What follows belongs to an exercise in optimizing a design on an open flow for small area, a short achievable clock period and few clock cycles per item; a production flow would make more cautious choices. In this exercise RTL edits were held to simulation tests only and were not proved equivalent to the original. Power figures rest on the tool's default switching activity, not on a simulated workload.

$ cat flow/design.v
`timescale 1ns / 1ps
package mi4_pkg;
    localparam int NUM_LANES = 4;
endpackage
`timescale 1ns / 1ps
module mi4_lane
#(
    parameter int AW = 50,      
    parameter int MW = 32       
) (
    input  logic                 aclk,
    input  logic                 mac_en,
    input  logic                 mac_first,
    input  logic                 h_cap,      
    input  logic [MW-1:0]        m1,
    input  logic [MW-1:0]        m2,
    input  logic [MW-1:0]        m3,
    input  logic [2:0]           g1,      
    input  logic [2:0]           g2,
    input  logic [2:0]           g3,
    output logic [AW-1:0]        acc_s,   
    output logic [AW-1:0]        acc_c,
    output logic [48:0]          accr,    
    output logic [48:0]          hval,    
    input  logic                 div_load,
    input  logic                 div_step,
    input  logic [65:0]          dx,      
    input  logic                 dcin,
    input  logic [66:0]          nd3,     
    output logic [47:0]          rmag,    
    output logic                 rsgn,
    output logic [15:0]          qbits    
);
    localparam int PW = MW + 1;
    logic [AW-1:0] s_reg, c_reg;
    logic [63:0]   r_reg;
    logic          sgn_reg;
    logic [15:0]   q_reg;
    logic [48:0]   h_reg;       
    function automatic logic [AW-1:0] booth_pp(input logic [MW-1:0] m,
                                               input logic [2:0] g);
        logic [PW-1:0] sel;
        sel = ({PW{g[0]}} & {m[MW-1], m}) | ({PW{g[1]}} & {m, 1'b0});
        sel = sel ^ {PW{g[2]}};
        booth_pp = {{(AW-PW){sel[PW-1]}}, sel};
    endfunction
    function automatic logic [AW-1:0] maj(input logic [AW-1:0] a, input logic [AW-1:0] b,
                                          input logic [AW-1:0] c);
        maj = (a & b) | (a & c) | (b & c);
    endfunction
    logic [AW-1:0] x0, x1, x2, x3, x4, s1, c1, s2, c2, s3, c3;
    always_comb begin
        x0 = mac_first ? '0 : {s_reg[AW-3:0], 2'b00};
        x1 = mac_first ? '0 : {c_reg[AW-3:0], 2'b00};
        x0[0] = g1[2];
        x1[0] = g2[2];
        x2 = booth_pp(m1, g1);
        x3 = booth_pp(m2, g2);
        x4 = booth_pp(m3, g3);
        s1 = x0 ^ x1 ^ x2;
        c1 = {maj(x0, x1, x2)}; c1 = {c1[AW-2:0], g3[2]};
        s2 = s1 ^ c1 ^ x3;
        c2 = maj(s1, c1, x3);   c2 = {c2[AW-2:0], 1'b0};
        s3 = s2 ^ c2 ^ x4;
        c3 = maj(s2, c2, x4);   c3 = {c3[AW-2:0], 1'b0};
    end
    logic [66:0] r4, t1, t2, t3;
    logic        ge1, ge2, ge3;
    logic [48:0] c49;
    logic [47:0] cmag;
    always_comb begin
        r4   = {1'b0, r_reg, 2'b00};
        t1   = r4 + {dx[65], dx} + {66'd0, dcin};
        t2   = r4 + {dx, dcin} + {66'd0, dcin};
        t3   = r4 + nd3 + {66'd0, dcin};
        ge1  = ~t1[66];
        ge2  = ~t2[66];
        ge3  = ~t3[66];
        c49  = s_reg[48:0] + c_reg[48:0];
        cmag = h_reg[48] ? 48'(-h_reg) : h_reg[47:0];
    end
    always_ff @(posedge aclk) begin
        if (mac_en) begin
            s_reg <= s3;
            c_reg <= c3;
        end
        if (h_cap) h_reg <= c49;
        if (div_load) begin
            r_reg   <= {16'd0, cmag};
            sgn_reg <= h_reg[48];
        end else if (div_step) begin
            r_reg <= ge3 ? t3[63:0] : ge2 ? t2[63:0] : ge1 ? t1[63:0] : {r_reg[61:0], 2'b00};
        end
        if (div_step) q_reg <= {q_reg[13:0], ge2, ge3 | (ge1 & ~ge2)};
    end
    assign acc_s = s_reg;
    assign acc_c = c_reg;
    assign accr  = c49;
    assign hval  = h_reg;
    assign rmag  = r_reg[47:0];
    assign rsgn  = sgn_reg;
    assign qbits = q_reg;
endmodule
module mi4_minor (
    input  logic        aclk,
    input  logic        first,
    input  logic [15:0] m1,
    input  logic [15:0] m2,
    input  logic [2:0]  g1,      
    input  logic [2:0]  g2,
    output logic [32:0] accn     
);
    logic [32:0] acc_reg;
    logic [32:0] x0, x1, x2, s1, c1;
    function automatic logic [32:0] booth_pp(input logic [15:0] m, input logic [2:0] g);
        logic [16:0] sel;
        sel = ({17{g[0]}} & {m[15], m}) | ({17{g[1]}} & {m, 1'b0});
        sel = sel ^ {17{g[2]}};
        booth_pp = {{16{sel[16]}}, sel};
    endfunction
    always_comb begin
        x0 = first ? '0 : {acc_reg[30:0], 2'b00};
        x0[0] = g1[2];
        x1 = booth_pp(m1, g1);
        x2 = booth_pp(m2, g2);
        s1 = x0 ^ x1 ^ x2;
        c1 = (x0 & x1) | (x0 & x2) | (x1 & x2);
        c1 = {c1[31:0], g2[2]};
        accn = s1 + c1;
    end
    always_ff @(posedge aclk) begin
        acc_reg <= accn;
    end
endmodule
module mi4_det (
    input  logic             aclk,
    input  logic             en,
    input  logic             first,
    input  logic [3:0][48:0] m,
    input  logic [3:0][2:0]  g,       
    output logic [65:0]      acc_s,
    output logic [65:0]      acc_c
);
    logic [65:0] s_reg, c_reg;
    logic [65:0] x0, x1, p0, p1, p2, p3, sa, ca, sb, cb, sc, cc, sd, cd;
    function automatic logic [65:0] booth_pp(input logic [48:0] v, input logic [2:0] d);
        logic [49:0] sel;
        sel = ({50{d[0]}} & {v[48], v}) | ({50{d[1]}} & {v, 1'b0});
        sel = sel ^ {50{d[2]}};
        booth_pp = {{16{sel[49]}}, sel};
    endfunction
    function automatic logic [65:0] maj(input logic [65:0] a, input logic [65:0] b,
                                        input logic [65:0] c);
        maj = (a & b) | (a & c) | (b & c);
    endfunction
    always_comb begin
        x0 = first ? '0 : {s_reg[63:0], 2'b00};
        x1 = first ? '0 : {c_reg[63:0], 2'b00};
        x0[0] = g[0][2];
        x1[0] = g[1][2];
        p0 = booth_pp(m[0], g[0]);
        p1 = booth_pp(m[1], g[1]);
        p2 = booth_pp(m[2], g[2]);
        p3 = booth_pp(m[3], g[3]);
        sa = x0 ^ x1 ^ p0;
        ca = maj(x0, x1, p0); ca = {ca[64:0], g[2][2]};
        sb = p1 ^ p2 ^ p3;
        cb = maj(p1, p2, p3); cb = {cb[64:0], g[3][2]};
        sc = sa ^ ca ^ sb;
        cc = maj(sa, ca, sb); cc = {cc[64:0], 1'b0};
        sd = sc ^ cc ^ cb;
        cd = maj(sc, cc, cb); cd = {cd[64:0], 1'b0};
    end
    always_ff @(posedge aclk) begin
        if (en) begin
            s_reg <= sd;
            c_reg <= cd;
        end
    end
    assign acc_s = s_reg;
    assign acc_c = c_reg;
endmodule
`timescale 1ns / 1ps
import mi4_pkg::*;
module matrix_inverse_4x4
#(
    parameter int ELEMENT_BITS  = 16,
    parameter int FRACTION_BITS = 8,
    localparam int TDW = ((4 * ELEMENT_BITS + 7) / 8) * 8
) (
    input  logic           aclk,
    input  logic           aresetn,
    input  logic           s_tvalid,
    output logic           s_tready,
    input  logic [TDW-1:0] s_tdata,    
    output logic           m_tvalid,
    input  logic           m_tready,
    output logic [TDW-1:0] m_tdata,    
    output logic           m_tlast,    
    output logic [0:0]     m_tuser     
);
    function automatic logic [31:0] sx16(input logic [15:0] v);
        sx16 = {{16{v[15]}}, v};
    endfunction
    function automatic logic [48:0] sx32(input logic [31:0] v);
        sx32 = {{17{v[31]}}, v};
    endfunction
    function automatic logic [31:0] and32(input logic c, input logic [31:0] v);
        and32 = {32{c}} & v;
    endfunction
    function automatic logic [2:0] booth_dec(input logic [15:0] e, input logic [2:0] p,
                                             input logic f);
        logic [16:0] ext;
        logic [2:0]  w;
        ext = {e, 1'b0};
        w   = 3'(ext >> {p, 1'b0});
        booth_dec = {w[2] ^ f,
                     (w[2] & ~w[1] & ~w[0]) | (~w[2] & w[1] & w[0]),
                     w[1] ^ w[0]};
    endfunction
    typedef enum logic [2:0] {A_IN, A_WX, A_X, A_WY, A_Y, A_Z, A_WC} aphase_t;
    aphase_t               aphase_reg;
    logic [1:0]            abeat_reg;
    logic [2:0]            ap_reg;          
    logic                  a_rdy;           
    logic                  a_copied;        
    logic [3:0][3:0][15:0] aa;              
    logic                  ax_reg, ay_reg, az_reg;    
    logic [3:0][1:0][2:0]  mg_reg;          
    logic [3:0][32:0]      mu_accn;
    logic [3:0][15:0]      mu_m1, mu_m2;
    logic [5:0][31:0]      smin;            
    logic [5:0][31:0]      cmin;            
    logic                  b_pre2, b_pre3;  
    logic                  x_now, y_now;    
    for (genvar k = 0; k < 4; k++) begin : g_mu
        mi4_minor u_minor (
            .aclk(aclk), .first(ap_reg == 3'd7),
            .m1(mu_m1[k]), .m2(mu_m2[k]), .g1(mg_reg[k][0]), .g2(mg_reg[k][1]),
            .accn(mu_accn[k]));
    end
    always_comb begin
        mu_m1[0] = aa[0][1];
        mu_m2[0] = aa[1][1];
        mu_m1[1] = aa[2][1];
        mu_m2[1] = aa[3][1];
        mu_m1[2] = ax_reg ? aa[0][2] : aa[0][0];
        mu_m2[2] = ay_reg ? aa[0][2] : aa[0][3];
        mu_m1[3] = ax_reg ? aa[2][2] : aa[2][0];
        mu_m2[3] = ay_reg ? aa[2][2] : aa[2][3];
    end
    logic       a_run;
    logic [1:0] arsel;
    logic [2:0] apsel;
    logic [3:0][1:0][15:0] mde;
    logic       x_go, y_go;
    logic [1:0] acr;
    logic       wx_q;    
    always_comb begin
        x_go  = !a_rdy && (!b_pre2 || x_now);
        y_go  = !b_pre3 || y_now;
        a_run = (aphase_reg == A_X) || (aphase_reg == A_Y) || (aphase_reg == A_Z)
             || (aphase_reg == A_WX && x_go && wx_q) || (aphase_reg == A_WY && y_go);
        apsel = (a_run && ap_reg != 3'd0) ? ap_reg - 3'd1 : 3'd7;
        acr   = ay_reg ? 2'd1 : (az_reg ? 2'd2 : 2'd0);
        if (a_run && ap_reg == 3'd0)
            arsel = (acr == 2'd2) ? 2'd0 : acr + 2'd1;
        else
            arsel = acr;
        case (arsel)
            2'd0: begin
                mde[0][0] = aa[1][3]; mde[0][1] = aa[0][3];
                mde[1][0] = aa[3][3]; mde[1][1] = aa[2][3];
                mde[2][0] = aa[1][3]; mde[2][1] = aa[1][2];
                mde[3][0] = aa[3][3]; mde[3][1] = aa[3][2];
            end
            2'd1: begin
                mde[0][0] = aa[1][2]; mde[0][1] = aa[0][2];
                mde[1][0] = aa[3][2]; mde[1][1] = aa[2][2];
                mde[2][0] = aa[1][2]; mde[2][1] = aa[1][0];
                mde[3][0] = aa[3][2]; mde[3][1] = aa[3][0];
            end
            default: begin
                mde[0][0] = aa[1][0]; mde[0][1] = aa[0][0];
                mde[1][0] = aa[3][0]; mde[1][1] = aa[2][0];
                mde[2][0] = aa[1][3]; mde[2][1] = aa[1][0];
                mde[3][0] = aa[3][3]; mde[3][1] = aa[3][0];
            end
        endcase
    end
    typedef enum logic [2:0] {P_WAIT, P_COF0, P_CAP0, P_COF, P_CAP} phase_t;
    phase_t               phase_reg, phase_n;
    logic [2:0]           p_reg, p_n;       
    logic [1:0]           rnd_reg, rnd_n;   
    logic [2:0]           ri_reg;           
    logic                 h_full;           
    logic [1:0]           hcol_reg;         
    logic                 r_loaded;         
    logic [1:0]           rcol_reg;         
    logic                 drun;             
    logic [2:0]           dcnt_reg;
    logic [1:0]           drow_reg;         
    logic                 r_ready;          
    logic [1:0]           qrow_reg;         
    logic [3:0]           nq_reg;           
    logic                 qsing_reg;        
    logic                 det_ready;        
    logic                 c0_ld;            
    logic                 b_post2, b_post3;
    logic                 mac_en_reg;
    logic                 mac_go;           
    logic                 b_loaded, b_loaded_q;    
    logic                 ds1_reg, ds2_reg;  
    logic                 dt_run;           
    logic [2:0]           dt_p;             
    logic                 dt_done;          
    logic [3:0][2:0]      dtg_reg;          
    logic [3:0][3:0][15:0] a;               
    logic [65:0]           dx_reg;
    logic                  dcin_reg;
    logic [66:0]           nd3_reg;         
    logic                  dsgn_reg;
    logic                  sing_reg;
    logic                  m_tvalid_reg;
    logic [63:0]           m_tdata_reg;
    logic                  m_tlast_reg;
    logic                  m_tuser_reg;
    logic        div_load, div_step;
    logic [49:0] acc0s, acc0c, acc1s, acc1c, acc2s, acc2c, acc3s, acc3c;
    logic [65:0] dts, dtc;
    logic [3:0][48:0] accr;
    logic [3:0][48:0] hval;
    logic             h_cap;
    logic [3:0][47:0] rmag;
    logic [3:0]       rsgn;
    logic [3:0][15:0] qbits;
    logic [3:0][2:0][2:0] g_reg;            
    logic [31:0] m01, m02, m03, m11, m12, m13, m21, m22, m23, m31, m32, m33;
    mi4_lane #(.AW(50), .MW(32)) u_lane0 (
        .aclk(aclk), .mac_en(mac_go), .mac_first(p_reg == 3'd7), .h_cap(h_cap),
        .m1(m01), .m2(m02), .m3(m03),
        .g1(g_reg[0][0]), .g2(g_reg[0][1]), .g3(g_reg[0][2]),
        .acc_s(acc0s), .acc_c(acc0c), .accr(accr[0]), .hval(hval[0]),
        .div_load(div_load), .div_step(div_step), .dx(dx_reg), .dcin(dcin_reg), .nd3(nd3_reg),
        .rmag(rmag[0]), .rsgn(rsgn[0]), .qbits(qbits[0]));
    mi4_lane #(.AW(50), .MW(32)) u_lane1 (
        .aclk(aclk), .mac_en(mac_go), .mac_first(p_reg == 3'd7), .h_cap(h_cap),
        .m1(m11), .m2(m12), .m3(m13),
        .g1(g_reg[1][0]), .g2(g_reg[1][1]), .g3(g_reg[1][2]),
        .acc_s(acc1s), .acc_c(acc1c), .accr(accr[1]), .hval(hval[1]),
        .div_load(div_load), .div_step(div_step), .dx(dx_reg), .dcin(dcin_reg), .nd3(nd3_reg),
        .rmag(rmag[1]), .rsgn(rsgn[1]), .qbits(qbits[1]));
    mi4_lane #(.AW(50), .MW(32)) u_lane2 (
        .aclk(aclk), .mac_en(mac_go), .mac_first(p_reg == 3'd7), .h_cap(h_cap),
        .m1(m21), .m2(m22), .m3(m23),
        .g1(g_reg[2][0]), .g2(g_reg[2][1]), .g3(g_reg[2][2]),
        .acc_s(acc2s), .acc_c(acc2c), .accr(accr[2]), .hval(hval[2]),
        .div_load(div_load), .div_step(div_step), .dx(dx_reg), .dcin(dcin_reg), .nd3(nd3_reg),
        .rmag(rmag[2]), .rsgn(rsgn[2]), .qbits(qbits[2]));
    mi4_lane #(.AW(50), .MW(32)) u_lane3 (
        .aclk(aclk), .mac_en(mac_go), .mac_first(p_reg == 3'd7), .h_cap(h_cap),
        .m1(m31), .m2(m32), .m3(m33),
        .g1(g_reg[3][0]), .g2(g_reg[3][1]), .g3(g_reg[3][2]),
        .acc_s(acc3s), .acc_c(acc3c), .accr(accr[3]), .hval(hval[3]),
        .div_load(div_load), .div_step(div_step), .dx(dx_reg), .dcin(dcin_reg), .nd3(nd3_reg),
        .rmag(rmag[3]), .rsgn(rsgn[3]), .qbits(qbits[3]));
    mi4_det u_det (
        .aclk(aclk), .en(dt_run), .first(dt_p == 3'd7), .m(hval), .g(dtg_reg),
        .acc_s(dts), .acc_c(dtc));
    logic       scr01, scr23, scr02, scr13, scr03, scr12;
    logic [31:0] cx1, cx2, cx3;    
    logic [31:0] sx1, sx2, sx3;    
    always_comb begin
        cx1 = and32(scr01, cmin[5]) | and32(scr23, cmin[0]);
        cx2 = and32(scr02, cmin[4]) | and32(scr13, cmin[1]);
        cx3 = and32(scr03, cmin[3]) | and32(scr12, cmin[2]);
        sx1 = and32(scr01, smin[5]) | and32(scr23, smin[0]);
        sx2 = and32(scr02, smin[4]) | and32(scr13, smin[1]);
        sx3 = and32(scr03, smin[3]) | and32(scr12, smin[2]);
        m01 = cx1;
        m02 = cx2;
        m03 = cx3;
        m11 = cx1;
        m12 = cx2;
        m13 = cx3;
        m21 = sx1;
        m22 = sx2;
        m23 = sx3;
        m31 = sx1;
        m32 = sx2;
        m33 = sx3;
    end
    logic [2:0]            rsel, psel;
    logic [3:0][2:0][15:0] de;     
    logic [3:0][2:0]       df;     
    logic [1:0]            nj, nk, nl, nm;
    always_comb begin
        rsel = (mac_go && p_reg == 3'd0) ? ((ri_reg == 3'd3) ? 3'd0 : ri_reg + 3'd1) : ri_reg;
        psel = (mac_go && p_reg != 3'd0) ? p_reg - 3'd1 : 3'd7;
        nj   = rsel[1:0];
        nk = nj ^ 2'd1;
        nl = nj ^ 2'd2;
        nm = nj ^ 2'd3;
        de[0][0] = a[1][nk]; de[0][1] = a[1][nl]; de[0][2] = a[1][nm];
        de[1][0] = a[0][nk]; de[1][1] = a[0][nl]; de[1][2] = a[0][nm];
        de[2][0] = a[3][nk]; de[2][1] = a[3][nl]; de[2][2] = a[3][nm];
        de[3][0] = a[2][nk]; de[3][1] = a[2][nl]; de[3][2] = a[2][nm];
        df[0] = {nj[1], ~nj[1], nj[0]};
        df[1] = {~nj[1], nj[1], ~nj[0]};
        df[2] = {nj[1], ~nj[1], nj[0]};
        df[3] = {~nj[1], nj[1], ~nj[0]};
    end
    function automatic logic [15:0] quot_val(input logic [15:0] q, input logic ng);
        logic [15:0] v;
        if (q[15]) v = ng ? 16'h8000 : 16'h7fff;
        else       v = ng ? 16'(-{1'b0, q[14:0]}) : {1'b0, q[14:0]};
        quot_val = v;
    endfunction
    logic [2:0]  dt_pos;
    logic [63:0] out_data;
    always_comb begin
        dt_pos = (dt_run && dt_p != 3'd0) ? dt_p - 3'd1 : 3'd7;
        for (int c = 0; c < 4; c++) begin
            out_data[c*16 +: 16] = qsing_reg ? ((qrow_reg == 2'(c)) ? 16'h0100 : 16'h0000)
                                             : quot_val(qbits[c], nq_reg[c]);
        end
    end
    logic out_go;        
    logic ld_go;         
    logic st_go;         
    logic h_free;        
    logic b_start;       
    logic copy_go;       
    logic beat_go;
    logic       scof;    
    logic [1:0] scol;
    always_comb begin
        out_go   = r_ready && !m_tvalid_reg;
        ld_go    = h_full && !r_loaded && (!drun || dcnt_reg == 3'd0);
        st_go    = r_loaded && !drun && (!r_ready || out_go) && (rcol_reg != 2'd0 || det_ready);
        div_load = ld_go;
        div_step = drun || st_go;
        h_free   = !h_full || ld_go;
        h_cap    = ((phase_reg == P_CAP0) || (phase_reg == P_CAP)) && h_free;
        x_now    = (phase_reg == P_CAP) && (rnd_reg == 2'd1) && h_free;
        y_now    = (phase_reg == P_CAP) && (rnd_reg == 2'd2) && h_free;
        b_start  = ((phase_reg == P_WAIT) || (phase_reg == P_CAP && rnd_reg == 2'd3 && h_free))
                && b_loaded && b_loaded_q && a_rdy;
        mac_go   = mac_en_reg || b_start || (phase_reg == P_CAP && rnd_reg != 2'd3 && h_free)
                || (phase_reg == P_CAP0 && h_free);
        copy_go  = !b_loaded && !a_copied && (aphase_reg != A_IN)
                && ((phase_reg == P_WAIT) || (phase_reg == P_CAP && rnd_reg == 2'd3)
                    || (phase_reg == P_COF && rnd_reg == 2'd3 && p_reg <= 3'd1));
        s_tready = (aphase_reg == A_IN);
        beat_go  = s_tready && s_tvalid;
        phase_n = phase_reg;
        rnd_n   = rnd_reg;
        p_n     = mac_go ? p_reg - 3'd1 : p_reg;
        case (phase_reg)
            P_WAIT:  if (b_start) begin phase_n = P_COF0; rnd_n = 2'd0; end
            P_COF0:  if (p_reg == 3'd0) phase_n = P_CAP0;
            P_CAP0:  if (h_free) begin phase_n = P_COF; rnd_n = 2'd1; end
            P_COF:   if (p_reg == 3'd0) phase_n = P_CAP;
            P_CAP: begin
                if (h_free) begin
                    if (rnd_reg != 2'd3) begin
                        phase_n = P_COF; rnd_n = rnd_reg + 2'd1;
                    end else if (b_start) begin
                        phase_n = P_COF0; rnd_n = 2'd0;
                    end else begin
                        phase_n = P_WAIT;
                    end
                end
            end
            default: phase_n = P_WAIT;
        endcase
        scof = (phase_n == P_COF0) || (phase_n == P_COF) || (phase_n == P_CAP)
            || (phase_n == P_WAIT) || (phase_n == P_CAP0);
        scol = (phase_n == P_CAP) ? ((rnd_n == 2'd3) ? 2'd0 : rnd_n + 2'd1)
             : ((phase_n == P_WAIT) ? 2'd0 : ((phase_n == P_CAP0) ? 2'd1 : rnd_n));
    end
    always_ff @(posedge aclk) begin
        if (!aresetn) begin
            aphase_reg   <= A_IN;
            abeat_reg    <= 2'd0;
            ap_reg       <= 3'd7;
            a_rdy        <= 1'b0;
            a_copied     <= 1'b0;
            ax_reg       <= 1'b0;
            wx_q         <= 1'b0;
            ay_reg       <= 1'b0;
            az_reg       <= 1'b0;
            b_pre2       <= 1'b0;
            b_pre3       <= 1'b0;
            phase_reg    <= P_WAIT;
            m_tvalid_reg <= 1'b0;
            h_full       <= 1'b0;
            r_loaded     <= 1'b0;
            drun         <= 1'b0;
            r_ready      <= 1'b0;
            det_ready    <= 1'b0;
            c0_ld        <= 1'b0;
            p_reg        <= 3'd7;
            rnd_reg      <= 2'd0;
            ri_reg       <= 3'd0;
            mac_en_reg   <= 1'b0;
            b_loaded     <= 1'b0;
            b_loaded_q   <= 1'b0;
            ds1_reg      <= 1'b0;
            ds2_reg      <= 1'b0;
            dt_run       <= 1'b0;
            dt_done      <= 1'b0;
            dt_p         <= 3'd7;
            scr01        <= 1'b0;
            scr23        <= 1'b0;
            scr02        <= 1'b0;
            scr13        <= 1'b0;
            scr03        <= 1'b0;
            scr12        <= 1'b0;
        end else begin
            if (beat_go) abeat_reg <= abeat_reg + 2'd1;
            wx_q <= (aphase_reg == A_WX);
            if (a_run) ap_reg <= ap_reg - 3'd1;
            case (aphase_reg)
                A_IN: if (beat_go && abeat_reg == 2'd3) begin aphase_reg <= A_WX; ax_reg <= 1'b1; end
                A_WX: if (x_go) aphase_reg <= A_X;
                A_X:  if (ap_reg == 3'd0) begin aphase_reg <= A_WY; ax_reg <= 1'b0; ay_reg <= 1'b1; end
                A_WY: if (y_go) aphase_reg <= A_Y;
                A_Y:  if (ap_reg == 3'd0) begin
                          aphase_reg <= A_Z; ay_reg <= 1'b0; az_reg <= 1'b1; a_rdy <= 1'b1;
                      end
                A_Z:  if (ap_reg == 3'd0) begin
                          az_reg <= 1'b0;
                          aphase_reg <= (a_copied || copy_go) ? A_IN : A_WC;
                          a_copied <= 1'b0;
                      end
                A_WC: if (a_copied) begin aphase_reg <= A_IN; a_copied <= 1'b0; end
                default: aphase_reg <= A_IN;
            endcase
            if (copy_go && !(aphase_reg == A_Z && ap_reg == 3'd0)) a_copied <= 1'b1;
            phase_reg  <= phase_n;
            rnd_reg    <= rnd_n;
            p_reg      <= p_n;
            mac_en_reg <= (phase_n == P_COF0) || (phase_n == P_COF);
            scr01 <= scof && (scol == 2'd0 || scol == 2'd1);
            scr23 <= scof && (scol == 2'd2 || scol == 2'd3);
            scr02 <= scof && (scol == 2'd0 || scol == 2'd2);
            scr13 <= scof && (scol == 2'd1 || scol == 2'd3);
            scr03 <= scof && (scol == 2'd0 || scol == 2'd3);
            scr12 <= scof && (scol == 2'd1 || scol == 2'd2);
            if (mac_go && p_reg == 3'd0) ri_reg <= (ri_reg == 3'd3) ? 3'd0 : ri_reg + 3'd1;
            if (phase_reg == P_CAP0 && h_free) begin
                dt_run <= 1'b1;
                dt_p   <= 3'd7;
            end else if (dt_run) begin
                dt_p <= dt_p - 3'd1;
                if (dt_p == 3'd0) begin
                    dt_run  <= 1'b0;
                    dt_done <= 1'b1;
                end
            end
            ds1_reg <= dt_done && c0_ld && !ds1_reg;
            if (ds1_reg) dt_done <= 1'b0;
            ds2_reg <= ds1_reg;
            if (copy_go) b_loaded <= 1'b1;
            b_loaded_q <= b_loaded && !b_start;
            if (b_start) begin
                b_loaded   <= 1'b0;
                b_loaded_q <= 1'b0;
                a_rdy      <= 1'b0;
                b_pre2     <= 1'b1;
                b_pre3     <= 1'b1;
            end
            if (x_now) b_pre2 <= 1'b0;
            if (y_now) b_pre3 <= 1'b0;
            if (h_cap) begin
                h_full   <= 1'b1;
                hcol_reg <= (phase_reg == P_CAP0) ? 2'd0 : rnd_reg;
            end else if (ld_go) begin
                h_full   <= 1'b0;
            end
            if (m_tvalid_reg && m_tready) m_tvalid_reg <= 1'b0;
            if (out_go) begin
                m_tvalid_reg <= 1'b1;
                r_ready      <= 1'b0;
            end
            if (ld_go) begin
                r_loaded <= 1'b1;
                rcol_reg <= hcol_reg;
                if (hcol_reg == 2'd0) c0_ld <= 1'b1;
            end
            if (ds2_reg) det_ready <= 1'b1;
            if (st_go) begin
                r_loaded <= 1'b0;
                drun     <= 1'b1;
                dcnt_reg <= 3'd6;
                drow_reg <= rcol_reg;
                if (rcol_reg == 2'd0) begin det_ready <= 1'b0; c0_ld <= 1'b0; end
            end else if (drun) begin
                dcnt_reg <= dcnt_reg - 3'd1;
                if (dcnt_reg == 3'd0) begin
                    drun      <= 1'b0;
                    r_ready   <= 1'b1;
                    qrow_reg  <= drow_reg;
                    qsing_reg <= sing_reg;
                    for (int c = 0; c < 4; c++) nq_reg[c] <= rsgn[c] ^ dsgn_reg;
                end
            end
        end
    end
    always_ff @(posedge aclk) begin
        if (beat_go) begin
            for (int c = 0; c < 4; c++) aa[abeat_reg][c] <= s_tdata[c*16 +: 16];
        end
        if (copy_go) a <= aa;
        for (int k = 0; k < 4; k++) begin
            mg_reg[k][0] <= booth_dec(mde[k][0], apsel, k < 2 && arsel == 2'd2);
            mg_reg[k][1] <= booth_dec(mde[k][1], apsel, !(k < 2 && arsel == 2'd2));
        end
        if (a_run && ap_reg == 3'd0) begin
            if (ax_reg) begin
                smin[4] <= mu_accn[0][31:0]; cmin[4] <= mu_accn[1][31:0];
                smin[5] <= mu_accn[2][31:0]; cmin[5] <= mu_accn[3][31:0];
            end
            if (ay_reg) begin
                smin[3] <= mu_accn[0][31:0]; cmin[3] <= mu_accn[1][31:0];
                smin[1] <= mu_accn[2][31:0]; cmin[1] <= mu_accn[3][31:0];
            end
            if (az_reg) begin
                smin[0] <= mu_accn[0][31:0]; cmin[0] <= mu_accn[1][31:0];
                smin[2] <= mu_accn[2][31:0]; cmin[2] <= mu_accn[3][31:0];
            end
        end
        for (int i = 0; i < 4; i++) begin
            for (int t = 0; t < 3; t++) begin
                g_reg[i][t] <= booth_dec(de[i][t], psel, df[i][t]);
            end
        end
        for (int i = 0; i < 4; i++) dtg_reg[i] <= booth_dec(a[i][0], dt_pos, 1'b0);
        if (ds1_reg) begin
            dx_reg   <= dts + dtc;
        end
        if (ds2_reg) begin
            dx_reg   <= dx_reg ^ {66{~dx_reg[65]}};
            nd3_reg  <= ({dx_reg[65], dx_reg} + {dx_reg, 1'b0}) ^ {67{~dx_reg[65]}};
            dcin_reg <= ~dx_reg[65];
            dsgn_reg <= dx_reg[65];
        end
        if (ds2_reg) sing_reg <= (dx_reg == 66'd0);
        if (out_go) begin
            m_tdata_reg  <= out_data;
            m_tlast_reg  <= (qrow_reg == 2'd3);
            m_tuser_reg  <= qsing_reg;
        end
    end
    assign m_tvalid   = m_tvalid_reg;
    assign m_tdata    = m_tdata_reg;
    assign m_tlast    = m_tlast_reg;
    assign m_tuser[0] = m_tuser_reg;
endmodule
$ cat flow/run.sh
#!/bin/bash
# synth_recipe.tcl (not shown) runs the flow's synth.tcl, then flattens the netlist and writes it again
# the make line also repeats each setting of config.mk as NAME=value (left out here)
make -C /OpenROAD-flow-scripts/flow DESIGN_CONFIG=/design/flow/config.mk WORK_HOME=/design/flow/orfs CLKGATE_MAP_FILE= SYNTH_SCRIPT=/design/flow/synth_recipe.tcl finish
$ cat flow/config.mk
export PLATFORM = sky130hd
export DESIGN_NAME = matrix_inverse_4x4
export DESIGN_NICKNAME = matrix_inverse_4x4
export VERILOG_FILES = /design/flow/design.v
export SDC_FILE = /design/flow/constraint.sdc
export NUM_CORES = 4
export LEC_CHECK = 0
export ABC_CLOCK_PERIOD_IN_PS = 3000
export CAP_MARGIN = 10
export CORE_MARGIN = 2
export CORE_UTILIZATION = 55
export SETUP_SLACK_MARGIN = 5
export SLEW_MARGIN = 10
$ cat flow/constraint.sdc
create_clock -name core_clock -period 10.0 [get_ports {aclk}]
set_input_delay 2.0000 -clock core_clock [delete_from_list [all_inputs] [get_ports {aclk}]]
set_output_delay 2.0000 -clock core_clock [all_outputs]
set_load 0.01 [all_outputs]
==> out/qor.log, run 1 <==
INFO  synthesis      synth-async-reset-ratio=0
INFO  worst_hold_path hp-class=register to register
INFO  sta            achievable-frequency=194MHz
INFO  layout         final_cell_area=230000squm
INFO  synthesis      synthXorXnorAreaFrac=0.0965
INFO  power_and_ir_drop p_comb_frac=0.574
INFO  critical_path  worst-endpoint-required=10740ps
INFO  synthesis      mean_syn_cell_area=9.45squm
INFO  critical_path  worst_setup_path_endpoint=cmin[95]
INFO  clocking       post_cts_hold_buffer_count=0
INFO  power_and_ir_drop pwr_density_cell=308nW/um^2
INFO  synthesis      synthDistinctLibCells=95
INFO  synthesis      netlist_instances=21900
INFO  die            floorplan.die.height=618microns
INFO  clocking       cts.clk_slew.worst_paths=60ps
INFO  die            top_level_ports=136
INFO  run            maxCapViolations=0
INFO  routing        wire_per_inst=29.2microns
INFO  critical_path  worstPathMaxFanout=16
INFO  global_routing grt_use_total=0.398
INFO  sta            min_period_over_period=0.515
INFO  synthesis      synth_enable_flop_cells=2089
INFO  layout         fillCellCount=32000
INFO  synthesis      synth_fa_ha_area_frac=0.167
INFO  sta            max_slew_margin=0.144
INFO  critical_path  worstPathArrival=5890ps
INFO  routing        total_number_of_vias=176000
INFO  sta            max_slew.worst_pin.slew=1280ps
INFO  layout         finalNetCount=24100
INFO  clocking       clock_insertion_delay_worst_skew=950ps
INFO  place          dp_hpwl=596000microns
INFO  die            die_area=382000squm
INFO  die            core_area=375000squm
INFO  power_and_ir_drop power.share.clock=0.161
INFO  synthesis      complex_gate_fraction_of_the_synthesized_area=0.208
INFO  power_and_ir_drop internal_power=38.6mW
INFO  die            floorplan.initialDensity=0.552
INFO  power_and_ir_drop power_switching_share=0.456
INFO  clocking       h-tree-depth=5
INFO  critical_path  timing.reg2reg.worst_path_depth=17
INFO  sta            post-route-min-period=5150ps
INFO  sta            rsz0062_at_grt=yes
INFO  power_and_ir_drop sequentialPowerShare=0.265
INFO  clocking       clk_path_buf_depth=4
INFO  routing        first_pass_iters=8
INFO  synthesis      synth_seq_area_share=0.332
INFO  synthesis      post_synth_and_or_nand_nor_area_fraction=0.120
INFO  synthesis      synthMuxAreaShare=0.0242
INFO  global_routing antenna_found_initial=43
INFO  outcome        status=no timing/DRC/antenna violations
INFO  place          placement.io_buffers=135
INFO  power_and_ir_drop power.static_leakage=92.7nW
INFO  clocking       cts_inserted_buffers=295
INFO  synthesis      largest_family_of_logic_cells_by_synthesized_area=compound AO/OA/AOI/OAI gates
INFO  global_routing grt_overflow_total=0
INFO  layout         biggestRegsByFlops=a x256, aa x256
INFO  layout         area_delta_synth_final=11.1%
INFO  sta            clock-skew-final=76.6ps
INFO  synthesis      synth_common_cells=sky130_fd_sc_hd__edfxtp_1, sky130_fd_sc_hd__nand2_1, sky130_fd_sc_hd__inv_1, sky130_fd_sc_hd__a21oi_1, sky130_fd_sc_hd__o21ai_0
INFO  global_routing grt_first_pass_wirelength=1120000microns
INFO  critical_path  critical_path.reg2reg.endpoint=cmin[95]
INFO  synthesis      post_synth_main_area_contributors=sky130_fd_sc_hd__edfxtp_1, sky130_fd_sc_hd__fa_1, sky130_fd_sc_hd__ha_1
INFO  synthesis      syn-num-nets=24200
INFO  critical_path  endpoint_kind=register
INFO  critical_path  crit_path_start=ax_reg
INFO  synthesis      syn-cell-area=207000squm
INFO  global_routing grt_pass1_vias=169000
INFO  critical_path  startpoint_type=register
INFO  die            die_x=618microns
INFO  clocking       cts_tree=built
INFO  routing        drt_drc_violations_left=0
INFO  critical_path  path_class=register to register
INFO  synthesis      yosys_warnings=4
INFO  sta            timing.setup.tns=0ps
INFO  place          gp_congestion=1.01
INFO  die            std_cell_rows=225
INFO  routing        dr.first_iter.drc_count=19900
INFO  critical_path  regToRegStartpoint=ax_reg
INFO  routing        drt-total-wl=790000microns
INFO  synthesis      ys.flop_type=sky130_fd_sc_hd__edfxtp_1
INFO  sta            hold_viol_final=0
INFO  critical_path  timing.reg2reg.setup_slack=4850ps
INFO  routing        detail-route-antenna-nets=0
INFO  synthesis      yosys_register_bits=2395
INFO  place          instance_area_at_placement=214000squm
INFO  routing        routed_vias_inst=6.50
INFO  sta            setup_viol=0
INFO  synthesis      netlist.top_cell.by_area=sky130_fd_sc_hd__edfxtp_1
INFO  layout         area_of_the_multi_input_gates=131000squm
INFO  sta            max_slew_violations=0
INFO  synthesis      most_frequent_cell_after_synthesis=sky130_fd_sc_hd__edfxtp_1
INFO  power_and_ir_drop irDropWorstVdd=0.971mV
INFO  global_routing grt_max_degree=209
INFO  layout         final_layout_size_suffix_gt1_frac=0.0835
INFO  clocking       cts_root_buf=sky130_fd_sc_hd__clkbuf_16
INFO  power_and_ir_drop netSwitchingPower=32.4mW
INFO  layout         area.sequential=69000squm
INFO  clocking       cts_num_sinks=2395
INFO  synthesis      area_fraction_of_the_dominant_cell_type_after_synthesis=0.303
[metrics by stage]
| stage | utilization | hold slack (ps) | setup WS [ps] | cells | total power, mW |
|---|---|---|---|---|---|
| after global placement | 0.570 | 401 | 2910 | 26300 | 54.7 |
| final | 0.614 | 423 | 4850 | 27100 | 71.0 |
| after detailed placement | 0.570 | 405 | 2840 | 26300 | 55.5 |
| after global routing | 0.614 | 446 | 4760 | 27100 | 75.0 |
| after floorplan | - | 400 | 16.7 | 21900 | 42.8 |
| after CTS | 0.607 | 424 | 4810 | 27000 | 68.8 |
[power by group through the flow]
stage / clock (mW) / combinational, mW / sequential, mW
3_3_place_gp: 0 / 35.8 / 18.9
4_1_cts: 11.5 / 38.5 / 18.8
6_report: 11.4 / 40.8 / 18.8
5_1_grt: 11.8 / 44.3 / 18.9
3_5_place_dp: 0 / 36.5 / 18.9
2_1_floorplan: 0 / 24.8 / 18.0
[cells by family (layout without fill, tap and decap cells)]
group,Yosys count,in the layout
other,0,23
muxes,372,372
DFF,2395,2395
buffers and inverters,2784,2925
adders and majority gates,2221,2221
AOI/OAI and AO/OA,6688,6689
xor gates and xnor gates,2283,2283
and+or+nand+nor,5188,5192
[cell usage in the layout, fill, tap and decap left out, drive strengths merged, types with 58 or more instances in the layout]
cell type,n
a211oi,222
inv,1686
xor2,875
fa,922
nand3,342
and2,642
o22ai,69
clkinv,92
o31ai,121
a22oi,735
nand2b,190
a21oi,1679
clkbuf,390
nand4,189
clkdlybuf4s50,135
nor2,1042
or2,59
ha,1299
o21ai,1480
o21bai,180
o221ai,58
o211ai,208
or3,114
nor3,213
and3,135
a221oi,100
a22o,197
nand2,1834
xnor2,1408
dfxtp,306
a31oi,213
mux4,101
mux2i,245
edfxtp,2089
o21a,160
buf,545
a21o,737
nor2b,212
[critical path, cell delays in order, from the launching register on]
cell	delay [ps]
sky130_fd_sc_hd__dfxtp_4	410
sky130_fd_sc_hd__clkbuf_16	220
sky130_fd_sc_hd__buf_12	140
sky130_fd_sc_hd__o21ai_0	310
sky130_fd_sc_hd__a22oi_1	170
sky130_fd_sc_hd__xnor2_1	420
sky130_fd_sc_hd__fa_1	500
sky130_fd_sc_hd__ha_1	390
sky130_fd_sc_hd__o21a_1	230
sky130_fd_sc_hd__a2111oi_4	110
sky130_fd_sc_hd__o41ai_4	640
sky130_fd_sc_hd__a21oi_2	210
sky130_fd_sc_hd__o21ai_2	220
sky130_fd_sc_hd__a41oi_2	170
sky130_fd_sc_hd__a211oi_2	300
sky130_fd_sc_hd__a21o_1	160
sky130_fd_sc_hd__a21oi_1	70
sky130_fd_sc_hd__xnor2_1	240
[layer usage]
| layer | vias to the layer above | GRT usage | wire length (microns) |
|---|---|---|---|
| met1 | 86200 | 0.486 | 289000 |
| li1 | 78900 | - | - |
| met2 | 8800 | 0.644 | 364000 |
| met5 | - | 0 | 126 |
| met4 | 18 | 0.269 | 65600 |
| met3 | 2109 | 0.0693 | 71300 |
[worst min path at each step]
stage | from | to | depth (start not counted)
3_5_place_dp | sing_reg | qsing_reg | 0
2_1_floorplan | drow_reg[0] | qrow_reg[0] | 0
3_3_place_gp | sing_reg | qsing_reg | 0
6_report | sing_reg | qsing_reg | 0
5_1_grt | sing_reg | qsing_reg | 0
4_1_cts | sing_reg | qsing_reg | 0
[area by class of cell]
cell class | count | area share
well taps | 4994 | 0.0271
clock inverters | 160 | 0.00867
repair buffers | 706 | 0.0310
diodes | 23 | 0.000250
flip-flops and latches | 2395 | 0.299
inverters | 1684 | 0.0277
multi-input cells | 16800 | 0.571
clock buffers | 375 | 0.0349
[repair_timing]
item	in CTS	in global routing
hold endpoints to repair	0	0
resized for setup	489	349
pin swaps	65	128
gates cloned	22	15
setup buffers	122	81
setup endpoints to repair	825	602
Testbench counts, summed over its fixed seeds: cycles 3,680, items 96.
==> inputs of run 2 (changes only) <==
--- a/flow/design.v
+++ b/flow/design.v
@@ -224,2 +224,3 @@
     logic [2:0]            ap_reg;          
+    logic                  ap_first;        
     logic                  a_rdy;           
@@ -237,3 +238,3 @@
         mi4_minor u_minor (
-            .aclk(aclk), .first(ap_reg == 3'd7),
+            .aclk(aclk), .first(ap_first),
             .m1(mu_m1[k]), .m2(mu_m2[k]), .g1(mg_reg[k][0]), .g2(mg_reg[k][1]),
@@ -252,2 +253,3 @@
     logic       a_run;
+    logic       a_runst;     
     logic [1:0] arsel;
@@ -261,7 +263,7 @@
         y_go  = !b_pre3 || y_now;
-        a_run = (aphase_reg == A_X) || (aphase_reg == A_Y) || (aphase_reg == A_Z)
-             || (aphase_reg == A_WX && x_go && wx_q) || (aphase_reg == A_WY && y_go);
-        apsel = (a_run && ap_reg != 3'd0) ? ap_reg - 3'd1 : 3'd7;
+        a_runst = (aphase_reg == A_X) || (aphase_reg == A_Y) || (aphase_reg == A_Z);
+        a_run = a_runst || (aphase_reg == A_WX && x_go && wx_q) || (aphase_reg == A_WY && y_go);
+        apsel = (ap_reg != 3'd0) ? ap_reg - 3'd1 : 3'd7;
         acr   = ay_reg ? 2'd1 : (az_reg ? 2'd2 : 2'd0);
-        if (a_run && ap_reg == 3'd0)
+        if (a_runst && ap_reg == 3'd0)
             arsel = (acr == 2'd2) ? 2'd0 : acr + 2'd1;
@@ -293,2 +295,3 @@
     logic [2:0]           p_reg, p_n;       
+    logic                 p_first;          
     logic [1:0]           rnd_reg, rnd_n;   
@@ -312,5 +315,7 @@
     logic                 b_loaded, b_loaded_q;    
-    logic                 ds1_reg, ds2_reg;  
+    logic                 ds1_go, ds2_reg;   
+    logic [65:0]          det_val;
     logic                 dt_run;           
     logic [2:0]           dt_p;             
+    logic                 dt_first;         
     logic                 dt_done;          
@@ -339,3 +344,3 @@
     mi4_lane #(.AW(50), .MW(32)) u_lane0 (
-        .aclk(aclk), .mac_en(mac_go), .mac_first(p_reg == 3'd7), .h_cap(h_cap),
+        .aclk(aclk), .mac_en(mac_go), .mac_first(p_first), .h_cap(h_cap),
         .m1(m01), .m2(m02), .m3(m03),
@@ -346,3 +351,3 @@
     mi4_lane #(.AW(50), .MW(32)) u_lane1 (
-        .aclk(aclk), .mac_en(mac_go), .mac_first(p_reg == 3'd7), .h_cap(h_cap),
+        .aclk(aclk), .mac_en(mac_go), .mac_first(p_first), .h_cap(h_cap),
         .m1(m11), .m2(m12), .m3(m13),
@@ -353,3 +358,3 @@
     mi4_lane #(.AW(50), .MW(32)) u_lane2 (
-        .aclk(aclk), .mac_en(mac_go), .mac_first(p_reg == 3'd7), .h_cap(h_cap),
+        .aclk(aclk), .mac_en(mac_go), .mac_first(p_first), .h_cap(h_cap),
         .m1(m21), .m2(m22), .m3(m23),
@@ -360,3 +365,3 @@
     mi4_lane #(.AW(50), .MW(32)) u_lane3 (
-        .aclk(aclk), .mac_en(mac_go), .mac_first(p_reg == 3'd7), .h_cap(h_cap),
+        .aclk(aclk), .mac_en(mac_go), .mac_first(p_first), .h_cap(h_cap),
         .m1(m31), .m2(m32), .m3(m33),
@@ -367,3 +372,3 @@
     mi4_det u_det (
-        .aclk(aclk), .en(dt_run), .first(dt_p == 3'd7), .m(hval), .g(dtg_reg),
+        .aclk(aclk), .en(dt_run), .first(dt_first), .m(hval), .g(dtg_reg),
         .acc_s(dts), .acc_c(dtc));
@@ -397,4 +402,4 @@
     always_comb begin
-        rsel = (mac_go && p_reg == 3'd0) ? ((ri_reg == 3'd3) ? 3'd0 : ri_reg + 3'd1) : ri_reg;
-        psel = (mac_go && p_reg != 3'd0) ? p_reg - 3'd1 : 3'd7;
+        rsel = (mac_en_reg && p_reg == 3'd0) ? ((ri_reg == 3'd3) ? 3'd0 : ri_reg + 3'd1) : ri_reg;
+        psel = (p_reg != 3'd0) ? p_reg - 3'd1 : 3'd7;
         nj   = rsel[1:0];
@@ -440,2 +445,4 @@
         st_go    = r_loaded && !drun && (!r_ready || out_go) && (rcol_reg != 2'd0 || det_ready);
+        ds1_go   = dt_done && c0_ld;
+        det_val  = dts + dtc;
         div_load = ld_go;
@@ -486,2 +493,3 @@
             ap_reg       <= 3'd7;
+            ap_first     <= 1'b1;
             a_rdy        <= 1'b0;
@@ -503,2 +511,3 @@
             p_reg        <= 3'd7;
+            p_first      <= 1'b1;
             rnd_reg      <= 2'd0;
@@ -508,3 +517,2 @@
             b_loaded_q   <= 1'b0;
-            ds1_reg      <= 1'b0;
             ds2_reg      <= 1'b0;
@@ -513,2 +521,3 @@
             dt_p         <= 3'd7;
+            dt_first     <= 1'b1;
             scr01        <= 1'b0;
@@ -523,2 +532,3 @@
             if (a_run) ap_reg <= ap_reg - 3'd1;
+            ap_first <= a_run ? (ap_reg == 3'd0) : (ap_reg == 3'd7);
             case (aphase_reg)
@@ -543,2 +553,3 @@
             p_reg      <= p_n;
+            p_first    <= (p_n == 3'd7);
             mac_en_reg <= (phase_n == P_COF0) || (phase_n == P_COF);
@@ -551,2 +562,3 @@
             if (mac_go && p_reg == 3'd0) ri_reg <= (ri_reg == 3'd3) ? 3'd0 : ri_reg + 3'd1;
+            dt_first <= !dt_run || (dt_p == 3'd0) || (phase_reg == P_CAP0 && h_free);
             if (phase_reg == P_CAP0 && h_free) begin
@@ -561,5 +573,4 @@
             end
-            ds1_reg <= dt_done && c0_ld && !ds1_reg;
-            if (ds1_reg) dt_done <= 1'b0;
-            ds2_reg <= ds1_reg;
+            if (ds1_go) dt_done <= 1'b0;
+            ds2_reg <= ds1_go;
             if (copy_go) b_loaded <= 1'b1;
@@ -591,3 +602,3 @@
             end
-            if (ds2_reg) det_ready <= 1'b1;
+            if (ds1_go) det_ready <= 1'b1;
             if (st_go) begin
@@ -616,4 +627,9 @@
         for (int k = 0; k < 4; k++) begin
-            mg_reg[k][0] <= booth_dec(mde[k][0], apsel, k < 2 && arsel == 2'd2);
-            mg_reg[k][1] <= booth_dec(mde[k][1], apsel, !(k < 2 && arsel == 2'd2));
+            if (a_runst) begin
+                mg_reg[k][0] <= booth_dec(mde[k][0], apsel, k < 2 && arsel == 2'd2);
+                mg_reg[k][1] <= booth_dec(mde[k][1], apsel, !(k < 2 && arsel == 2'd2));
+            end else begin
+                mg_reg[k][0] <= booth_dec(mde[k][0], a_run ? 3'd6 : 3'd7, k < 2 && arsel == 2'd2);
+                mg_reg[k][1] <= booth_dec(mde[k][1], a_run ? 3'd6 : 3'd7, !(k < 2 && arsel == 2'd2));
+            end
         end
@@ -635,3 +651,4 @@
             for (int t = 0; t < 3; t++) begin
-                g_reg[i][t] <= booth_dec(de[i][t], psel, df[i][t]);
+                if (mac_en_reg) g_reg[i][t] <= booth_dec(de[i][t], psel, df[i][t]);
+                else g_reg[i][t] <= booth_dec(de[i][t], mac_go ? 3'd6 : 3'd7, df[i][t]);
             end
@@ -639,12 +656,12 @@
         for (int i = 0; i < 4; i++) dtg_reg[i] <= booth_dec(a[i][0], dt_pos, 1'b0);
-        if (ds1_reg) begin
-            dx_reg   <= dts + dtc;
+        if (ds1_go) begin
+            dx_reg   <= det_val ^ {66{~det_val[65]}};
+            dcin_reg <= ~det_val[65];
+            dsgn_reg <= det_val[65];
+            nd3_reg  <= {1'b1, 66'd0};
         end
         if (ds2_reg) begin
-            dx_reg   <= dx_reg ^ {66{~dx_reg[65]}};
-            nd3_reg  <= ({dx_reg[65], dx_reg} + {dx_reg, 1'b0}) ^ {67{~dx_reg[65]}};
-            dcin_reg <= ~dx_reg[65];
-            dsgn_reg <= dx_reg[65];
+            nd3_reg  <= {dx_reg[65], dx_reg} + {dx_reg, 1'b0} + {65'd0, dcin_reg, 1'b0};
+            sing_reg <= dcin_reg && (&dx_reg);
         end
-        if (ds2_reg) sing_reg <= (dx_reg == 66'd0);
         if (out_go) begin
==> run 2 against run 1 <==
  * Still clean on timing, DRC and antenna
  * Critical path depth rose by 2
  * Power fell by 1.9%
  * Design area fell by 0.24%
  * Worst setup slack got worse by 49 ps
  * Maximum frequency fell by 0.95%
==> out/qor.log, run 2 <==
INFO  outcome        status=no timing/DRC/antenna violations
INFO  sta            min_period_over_period=0.520 [+0.00492]
INFO  place          gp_congestion=1.00 [-0.29%]
INFO  routing        first_pass_iters=6 [-2]
INFO  critical_path  critical_path.reg2reg.endpoint=cmin[60]
INFO  run            maxCapViolations=0 [unchanged]
INFO  synthesis      area_fraction_of_the_dominant_cell_type_after_synthesis=0.300 [-0.00267]
INFO  critical_path  timing.reg2reg.worst_path_depth=19 [+2]
INFO  synthesis      netlist_instances=22100 [+0.85%]
INFO  global_routing grt_overflow_total=0 [unchanged]
INFO  clocking       cts_num_sinks=2396 [+0.042%]
INFO  worst_hold_path hp-class=register to register
INFO  routing        wire_per_inst=28.8microns [-1.3%]
INFO  synthesis      post_synth_main_area_contributors=sky130_fd_sc_hd__edfxtp_1, sky130_fd_sc_hd__fa_1, sky130_fd_sc_hd__ha_1
INFO  routing        detail-route-antenna-nets=0 [unchanged]
INFO  layout         layout_common_cells=sky130_fd_sc_hd__edfxtp_1, sky130_fd_sc_hd__nand2_1, sky130_fd_sc_hd__inv_1
INFO  worst_hold_path worstHoldStart=aa[180]
INFO  sta            clock-skew-final=84.7ps [+8.10 ps]
INFO  die            std_cell_rows=226 [+0.44%]
INFO  critical_path  timing.reg2reg.setup_slack=4800ps [-50 ps]
INFO  synthesis      synth_enable_flop_cells=2088 [-0.048%]
INFO  routing        drt-total-wl=782000microns [-0.97%]
INFO  sta            achievable-frequency=192MHz [-0.95%]
INFO  die            floorplan.initialDensity=0.552 [about the same]
INFO  critical_path  worst-endpoint-required=10690ps [-50 ps]
INFO  synthesis      syn-num-nets=24400 [+0.88%]
INFO  critical_path  worstPathArrival=5890ps [about the same]
INFO  place          place_worst_setup_slack=3220ps [+373 ps]
INFO  layout         final_layout_size_suffix_gt1_frac=0.0742 [-0.00932]
INFO  sta            timing.setup.tns=0ps [unchanged]
INFO  clocking       cts_inserted_buffers=295 [unchanged]
INFO  synthesis      most_frequent_cell_after_synthesis=sky130_fd_sc_hd__edfxtp_1
INFO  clocking       h-tree-depth=5 [unchanged]
INFO  clocking       clk_path_buf_depth=4 [unchanged]
INFO  power_and_ir_drop power.static_leakage=91.5nW [-1.3%]
INFO  critical_path  worst_path_max_stage_delay=600ps [-40 ps]
INFO  sta            max_slew_margin=0.105 [-0.0389]
INFO  critical_path  path_class=register to register
INFO  die            top_level_ports=136 [unchanged]
INFO  clocking       clock_insertion_delay_worst_skew=980ps [+30 ps]
INFO  critical_path  regToRegStartpoint=ay_reg
INFO  synthesis      ys.flop_type=sky130_fd_sc_hd__edfxtp_1
INFO  sta            max_slew.worst_pin.slew=1330ps [+50.8 ps]
INFO  global_routing grt_first_pass_wirelength=1120000microns [-0.64%]
INFO  layout         biggestRegsByFlops=a x256, aa x256
INFO  sta            rsz0062_at_grt=yes
INFO  critical_path  startpoint_type=register
INFO  sta            hold_viol_final=0 [unchanged]
INFO  global_routing grt_pass1_vias=170000 [+0.86%]
INFO  routing        drt_drc_violations_left=0 [unchanged]
INFO  layout         mostFrequentLayoutCell=sky130_fd_sc_hd__edfxtp_1
INFO  layout         finalNetCount=24200 [+0.37%]
INFO  sta            postLayoutSetupSlackWorst=4800ps [-49.2 ps]
INFO  die            floorplan.die.height=620microns [+0.42%]
INFO  sta            post-route-min-period=5200ps [+49.2 ps]
INFO  clocking       cts_root_buf=sky130_fd_sc_hd__clkbuf_16
INFO  die            die_area=385000squm [+0.83%]
INFO  global_routing grt_max_degree=177 [-15%]
INFO  layout         area_delta_synth_final=9.93%
INFO  synthesis      synth_common_cells=sky130_fd_sc_hd__edfxtp_1, sky130_fd_sc_hd__nand2_1, sky130_fd_sc_hd__inv_1, sky130_fd_sc_hd__a21oi_1, sky130_fd_sc_hd__o21ai_0
INFO  sta            max_slew_violations=0 [unchanged]
INFO  synthesis      yosys_register_bits=2396 [+0.042%]
INFO  synthesis      synthDistinctLibCells=95 [unchanged]
INFO  synthesis      synth-async-reset-ratio=0 [unchanged]
INFO  global_routing antenna_found_initial=42 [-2.3%]
INFO  power_and_ir_drop pwr_density_cell=303nW/um^2 [-1.7%]
INFO  synthesis      yosys_warnings=4 [unchanged]
INFO  place          placement.io_buffers=135 [unchanged]
INFO  die            core_area=379000squm [+0.90%]
INFO  routing        routed_vias_inst=6.51 [+0.20%]
INFO  critical_path  worstPathMaxFanout=8 [-8]
INFO  critical_path  worst_setup_path_endpoint=cmin[60]
INFO  power_and_ir_drop total_power_of_the_final_layout=69.6mW [-1.9%]
INFO  global_routing grt_use_total=0.391 [-0.00647]
INFO  routing        total_number_of_vias=177000 [+0.50%]
INFO  place          dp_hpwl=593000microns [-0.50%]
INFO  power_and_ir_drop irDropWorstVdd=1.12mV [+15%]
INFO  critical_path  crit_path_start=ay_reg
INFO  layout         layout.core_utilization=0.607 [-0.00694]
INFO  clocking       cts.clk_slew.worst_paths=60ps [about the same]
INFO  synthesis      syn-cell-area=209000squm [+0.84%]
INFO  clocking       cts_tree=built
INFO  critical_path  worstPathCellList=buf_6 -> buf_12 -> buf_12 -> o21ai_4 -> a22oi_2 -> xnor2_2 -> fa_1 -> ha_4 -> a2111oi_4 -> nand2_1 -> a211oi_2 -> buf_4 -> o32ai_4 -> o41a_1 -> a41o_1 -> o41ai_4 -> o21ba_2 -> o21bai_2 -> xor2_2
INFO  routing        dr.first_iter.drc_count=19100 [-4.0%]
INFO  die            die_x=620microns [+0.42%]
INFO  critical_path  path_common_cell=sky130_fd_sc_hd__buf_12
INFO  synthesis      synth_seq_area_share=0.329 [-0.00272]
INFO  synthesis      mean_syn_cell_area=9.45squm [about the same]
INFO  sta            setup_viol=0 [unchanged]
INFO  critical_path  endpoint_kind=register
INFO  critical_path  slowest_stage=sky130_fd_sc_hd__fa_1
INFO  synthesis      netlist.top_cell.by_area=sky130_fd_sc_hd__edfxtp_1
==> run 2: cell count changes after synthesis, moves of 83 or more <==
cell	previous run	this run
sky130_fd_sc_hd__nor2b_1	212	780
sky130_fd_sc_hd__and2_1	639	135
sky130_fd_sc_hd__nand2_1	1831	1655
sky130_fd_sc_hd__a211oi_1	222	327
sky130_fd_sc_hd__mux2i_1	245	350
sky130_fd_sc_hd__xnor2_1	1408	1325
==> run 2: final cells by class <==
cell class / count / area (sq um)
clock buffer: 367 / 7820
sequential: 2396 / 69000
multi-input combinational: 16900 / 132000
tap: 5016 / 6280
fill: 32800 / 149000
timing repair buffer: 651 / 6190
antenna: 18 / 45.0
clock inverter: 169 / 2110
inverter: 1628 / 6180
==> run 2: cell families after synthesis <==
family,Yosys count,share of synthesized area
simple gates,5285,0.123
flops,2396,0.329
mux,480,0.0280
fa+ha+maj,2246,0.168
compound gates,6704,0.209
xor+xnor,2208,0.0926
buf+inv,2799,0.0505
==> run 2: per-stage QoR <==
step	hold WS (ps)	cell area (sq um)	std cells
floorplan	400	209000	22100
global placement	403	215000	26400
detailed placement	406	215000	26400
CTS	436	227000	27000
global route	437	230000	27200
finish	434	230000	27200
==> run 2: repair_timing <==
action                                  CTS  global route
hold endpoints to repair                  0             0
cloned                                   11            12
endpoints found under the setup margin  592           433
buffers inserted                         91           116
hold buffers                              0             0
resized for setup                       283           282
pin swaps                                39            96
==> run 2: how the worst min path moves through the flow <==
stage / cells after the start / slack, ps / to
3_5_place_dp: 0 / 410 / qsing_reg
6_report: 0 / 430 / a[180]
2_1_floorplan: 0 / 400 / qrow_reg[0]
3_3_place_gp: 0 / 400 / qrow_reg[1]
5_1_grt: 0 / 440 / qrow_reg[0]
4_1_cts: 0 / 440 / qsing_reg
==> run 2: metal layers <==
| layer | GRT usage | wire length [microns] | up-vias | share of wire |
|---|---|---|---|---|
| met3 | 0.0593 | 64800 | 2102 | 0.083 |
| met5 | 0 | 134 | - | 0.00017 |
| met2 | 0.633 | 360000 | 8386 | 0.46 |
| met1 | 0.482 | 292000 | 86800 | 0.37 |
| li1 | - | - | 79600 | - |
| met4 | 0.270 | 65100 | 20 | 0.083 |
==> run 2: critical path, delay by kind of cell (launching register included) <==
| family | cells | cell delay (ps) |
|---|---|---|
| xor gates and xnor gates | 2 | 400 |
| buffers and inverters | 4 | 640 |
| and+or+nand+nor | 1 | 130 |
| adders and majority gates | 2 | 820 |
| AOI/OAI and AO/OA | 10 | 2510 |
| DFF | 1 | 390 |
==> run 2: power breakdown <==
part | leakage [nW] | total, mW | internal (mW) | switching (mW)
registers | 21.5 | 18.4 | 16.9 | 1.49
clock network | 4.82 | 11.3 | 6.50 | 4.80
logic | 65.2 | 40.0 | 14.5 | 25.5
Testbench counts of run 2, summed over its fixed seeds: cycles 3,488, items 96.
==> inputs of run 3 (changes only) <==
--- a/flow/config.mk
+++ b/flow/config.mk
@@ -8,6 +8,6 @@
 export ABC_CLOCK_PERIOD_IN_PS = 3000
-export CAP_MARGIN = 10
+export CAP_MARGIN = 20
 export CORE_MARGIN = 2
-export CORE_UTILIZATION = 55
+export CORE_UTILIZATION = 40
 export SETUP_SLACK_MARGIN = 5
-export SLEW_MARGIN = 10
+export SLEW_MARGIN = 20
==> run 3 against run 2 <==
  * First-iteration DRC count down 11%
  * Clock skew up 22 ps
  * Critical endpoint is now smin[92]
  * Largest cell class unchanged
  * Synthesized cell count unchanged
  * Wire length up 2.8%
  * Count of clock-buffer cells in the layout up 16
==> out/qor.log, run 3 <==
INFO  routing        drt_drc_violations_left=0 [unchanged]
INFO  synthesis      yosys_register_bits=2396 [unchanged]
INFO  sta            setup_viol=0 [unchanged]
INFO  critical_path  worstPathArrival=5830ps [-60 ps]
INFO  critical_path  worstPathMaxFanout=6 [-2]
INFO  sta            max_slew_margin=0.190 [+0.0853]
INFO  clocking       clock_insertion_delay_worst_skew=1080ps [+100 ps]
INFO  clocking       cts_num_sinks=2396 [unchanged]
INFO  routing        routed_vias_inst=5.98 [-8.2%]
INFO  synthesis      syn-cell-area=209000squm [unchanged]
INFO  routing        wire_per_inst=27.6microns [-4.2%]
INFO  outcome        status=no timing/DRC/antenna violations
INFO  power_and_ir_drop power.static_leakage=92.0nW [+0.56%]
INFO  sta            clock-skew-final=107ps [+22.0 ps]
INFO  global_routing grt_first_pass_wirelength=1160000microns [+3.8%]
INFO  layout         final_layout_size_suffix_gt1_frac=0.0794 [+0.00524]
INFO  layout         area_delta_synth_final=11.7%
INFO  routing        detail-route-antenna-nets=0 [unchanged]
INFO  layout         layout_common_cells=sky130_fd_sc_hd__edfxtp_1, sky130_fd_sc_hd__nand2_1, sky130_fd_sc_hd__inv_1
INFO  die            die_x=727microns [+17%]
INFO  clocking       post_cts_hold_buffer_count=0 [unchanged]
INFO  place          placedCellCount=28400 [+7.5%]
INFO  synthesis      netlist.top_cell.by_area=sky130_fd_sc_hd__edfxtp_1
INFO  die            die_area=528000squm [+37%]
INFO  die            top_level_ports=136 [unchanged]
INFO  synthesis      area_fraction_of_the_dominant_cell_type_after_synthesis=0.300 [unchanged]
INFO  clocking       cts_inserted_buffers=307 [+4.1%]
INFO  sta            max_slew_violations=0 [unchanged]
INFO  synthesis      syn-num-nets=24400 [unchanged]
INFO  synthesis      mean_syn_cell_area=9.45squm [unchanged]
INFO  worst_hold_path hp-class=register to register
INFO  die            core_area=521000squm [+37%]
INFO  layout         finalNetCount=24300 [+0.25%]
INFO  layout         biggestRegsByFlops=a x256, aa x256
INFO  sta            hold_viol_final=0 [unchanged]
INFO  synthesis      synth_seq_area_share=0.329 [unchanged]
INFO  sta            timing.setup.tns=0ps [unchanged]
INFO  power_and_ir_drop pwr_density_cell=296nW/um^2 [-2.2%]
INFO  global_routing antenna_found_initial=40 [-4.8%]
INFO  routing        drt-total-wl=804000microns [+2.8%]
INFO  sta            max_slew.worst_pin.slew=1210ps [-120 ps]
INFO  layout         fillCellCount=49900 [+52%]
INFO  place          placement.io_buffers=135 [unchanged]
INFO  global_routing grt_pass1_vias=170000 [-0.092%]
INFO  synthesis      most_frequent_cell_after_synthesis=sky130_fd_sc_hd__edfxtp_1
INFO  sta            min_period_over_period=0.512 [-0.00823]
INFO  layout         area.sequential=69000squm [about the same]
INFO  sta            rsz0062_at_grt=yes
INFO  die            floorplan.die.height=727microns [+17%]
INFO  place          dp_hpwl=621000microns [+4.8%]
INFO  synthesis      synth_enable_flop_cells=2088 [unchanged]
INFO  layout         instances_no_fill=29200 [+7.4%]
INFO  critical_path  endpoint_kind=register
INFO  clocking       cts_root_buf=sky130_fd_sc_hd__clkbuf_16
INFO  critical_path  worst-endpoint-required=10710ps [+20 ps]
INFO  clocking       cts.clk_slew.worst_paths=60ps [about the same]
INFO  routing        first_pass_iters=7 [+1]
INFO  clocking       cts_tree=built
INFO  routing        total_number_of_vias=174000 [-1.4%]
INFO  die            std_cell_rows=265 [+17%]
INFO  layout         mostFrequentLayoutCell=sky130_fd_sc_hd__edfxtp_1
INFO  clocking       h-tree-depth=5 [unchanged]
INFO  run            maxCapViolations=0 [unchanged]
INFO  place          gp_congestion=0.975 [-2.9%]
INFO  critical_path  startpoint_type=register
INFO  synthesis      ys.flop_type=sky130_fd_sc_hd__edfxtp_1
INFO  layout         area_of_the_multi_input_gates=132000squm [+0.11%]
INFO  power_and_ir_drop irDropWorstVdd=0.699mV [-38%]
INFO  global_routing grt_max_degree=163 [-7.9%]
INFO  die            floorplan.initialDensity=0.402 [-0.151]
INFO  global_routing grt_overflow_total=0 [unchanged]
INFO  routing        dr.first_iter.drc_count=17000 [-11%]
INFO  global_routing grt_use_total=0.293 [-0.0983]
INFO  clocking       clk_path_buf_depth=4 [unchanged]
INFO  synthesis      synth_common_cells=sky130_fd_sc_hd__edfxtp_1, sky130_fd_sc_hd__nand2_1, sky130_fd_sc_hd__inv_1, sky130_fd_sc_hd__a21oi_1, sky130_fd_sc_hd__o21ai_0
INFO  synthesis      synthDistinctLibCells=95 [unchanged]
INFO  sta            achievable-frequency=195MHz [+1.6%]
INFO  critical_path  path_class=register to register
INFO  synthesis      post_synth_main_area_contributors=sky130_fd_sc_hd__edfxtp_1, sky130_fd_sc_hd__fa_1, sky130_fd_sc_hd__ha_1
INFO  synthesis      yosys_warnings=4 [unchanged]
INFO  sta            post-route-min-period=5120ps [-82.3 ps]
INFO  synthesis      netlist_instances=22100 [unchanged]
INFO  synthesis      synth-async-reset-ratio=0 [unchanged]
## run 3: changes by cell type in the layout (fill, tap and decap cells not counted), sizes merged, moves of 2 or more
cell | previous run | this run
diode | 18 | 16
clkinv | 105 | 96
buf | 502 | 552
clkbuf | 379 | 395
bufinv | 34 | 37
a31oi | 235 | 233
bufbuf | 2 | 4
a31o | 42 | 40
clkinvlp | 23 | 39
## run 3: logic make-up after synthesis
| logic type | Yosys count | synth area share |
|---|---|---|
| AO/OA/AOI/OAI | 6704 | 0.209 |
| AND/OR/NAND/NOR | 5285 | 0.123 |
| adder cells (fa/ha/maj) | 2246 | 0.168 |
| multiplexers | 480 | 0.0280 |
| flip-flops | 2396 | 0.329 |
| XOR/XNOR | 2208 | 0.0926 |
| buffers and inverters | 2799 | 0.0505 |
## run 3: cell type report
| cell class | instances | share of cell area |
|---|---|---|
| repair buffers | 703 | 0.0291 |
| inverters | 1628 | 0.0265 |
| diodes | 16 | 0.000171 |
| clock buffers | 383 | 0.0354 |
| flip-flops and latches | 2396 | 0.295 |
| well taps | 6942 | 0.0372 |
| clock inverters | 180 | 0.00958 |
| multi-input cells | 16900 | 0.567 |
## run 3: metal layers
metal	share of wire	track usage	up-vias
met5	0.00016	0	-
met4	0.082	0.197	20
met3	0.073	0.0474	1795
met2	0.45	0.473	6984
met1	0.39	0.361	85800
li1	-	-	79800
## run 3: report_power, final
| group | internal (mW) | total [mW] | switching (mW) |
|---|---|---|---|
| logic | 14.8 | 39.0 | 24.2 |
| registers | 16.8 | 18.4 | 1.52 |
| clock network | 6.89 | 11.8 | 4.95 |
| total | 38.6 | 69.2 | 30.6 |
## run 3: final timing paths
kind	startpoint	endpoint	slack, ps	depth (start not counted)
worst max register to register	ay_reg	smin[92]	4880	21
worst max-delay path	ay_reg	smin[92]	4880	21
worst min register to register	sing_reg	qsing_reg	410	0
worst min-delay path	sing_reg	qsing_reg	410	0
## run 3: metrics by stage
stage               hold WS [ps]  power [mW]  cell area (sq um)  utilization  setup WS [ps]
floorplan                    400        42.4             209000            -           4350
global placement             403        53.3             218000        0.419           3350
detailed placement           405        53.9             218000        0.419           3350
CTS                          416        67.2             231000        0.444           4750
global route                 422        73.8             233000        0.448           4740
finish                       415        69.2             233000        0.449           4880
## run 3: timing repair
| item | in CTS | in global routing |
|---|---|---|
| pin swaps | 36 | 127 |
| gates resized for setup | 243 | 351 |
| setup endpoints to repair | 714 | 691 |
| hold endpoints to repair | 0 | 0 |
| cloned | 10 | 14 |
| setup buffers | 126 | 73 |
## run 3: critical path, cell delays in order (launching register included)
cell and delay (ps):
sky130_fd_sc_hd__dfxtp_4 360, sky130_fd_sc_hd__buf_8 140, sky130_fd_sc_hd__buf_12 130, sky130_fd_sc_hd__buf_16 130
sky130_fd_sc_hd__o21ai_4 150, sky130_fd_sc_hd__a22oi_2 110, sky130_fd_sc_hd__xnor2_2 160, sky130_fd_sc_hd__fa_1 600
sky130_fd_sc_hd__ha_4 210, sky130_fd_sc_hd__a21o_1 180, sky130_fd_sc_hd__a21oi_2 190, sky130_fd_sc_hd__nor2b_1 70
sky130_fd_sc_hd__o21a_1 180, sky130_fd_sc_hd__o41a_1 460, sky130_fd_sc_hd__a41o_4 340, sky130_fd_sc_hd__a31oi_4 170
sky130_fd_sc_hd__o21ai_2 100, sky130_fd_sc_hd__o41a_1 410, sky130_fd_sc_hd__a31oi_4 280, sky130_fd_sc_hd__o21bai_1 80
sky130_fd_sc_hd__a21oi_1 170, sky130_fd_sc_hd__xnor2_1 120

-- port drivers added, routing unchanged --
In the flow no input, the clock included, has a driving cell. The finished layouts below were timed again as built, in two steps.
Step 1 (the two cells are an assumption about what drives the block):
set clk [get_ports {aclk}]
set_driving_cell -lib_cell sky130_fd_sc_hd__clkbuf_16 $clk
set_driving_cell -lib_cell sky130_fd_sc_hd__buf_2 [delete_from_list [all_inputs] $clk]
Step 2, shift: input delay + t, output delay - t, t = (earliest + latest rising clock arrival at the registers) / 2. This alone moves slack from input paths to output paths.
a / b / c = ideal ports / drivers / drivers and shift; a / b = the first two.
| run | shift t [ns] | slack for setup (ns) | worst setup path after step 2 |
|---|---|---|---|
| run 1 | 1.039 | 4.847 / 4.847 / 4.847 | register to register |
| run 2 | 1.054 | 4.797 / 4.797 / 4.767 | input to register |
| run 3 | 1.120 | 4.880 / 4.880 / 4.880 | register to register |
After both steps every run listed still meets setup and hold. For run 2, which loses most, drivers alone change the setup slack by 0.000 ns; drivers and shift together by -0.030 ns.
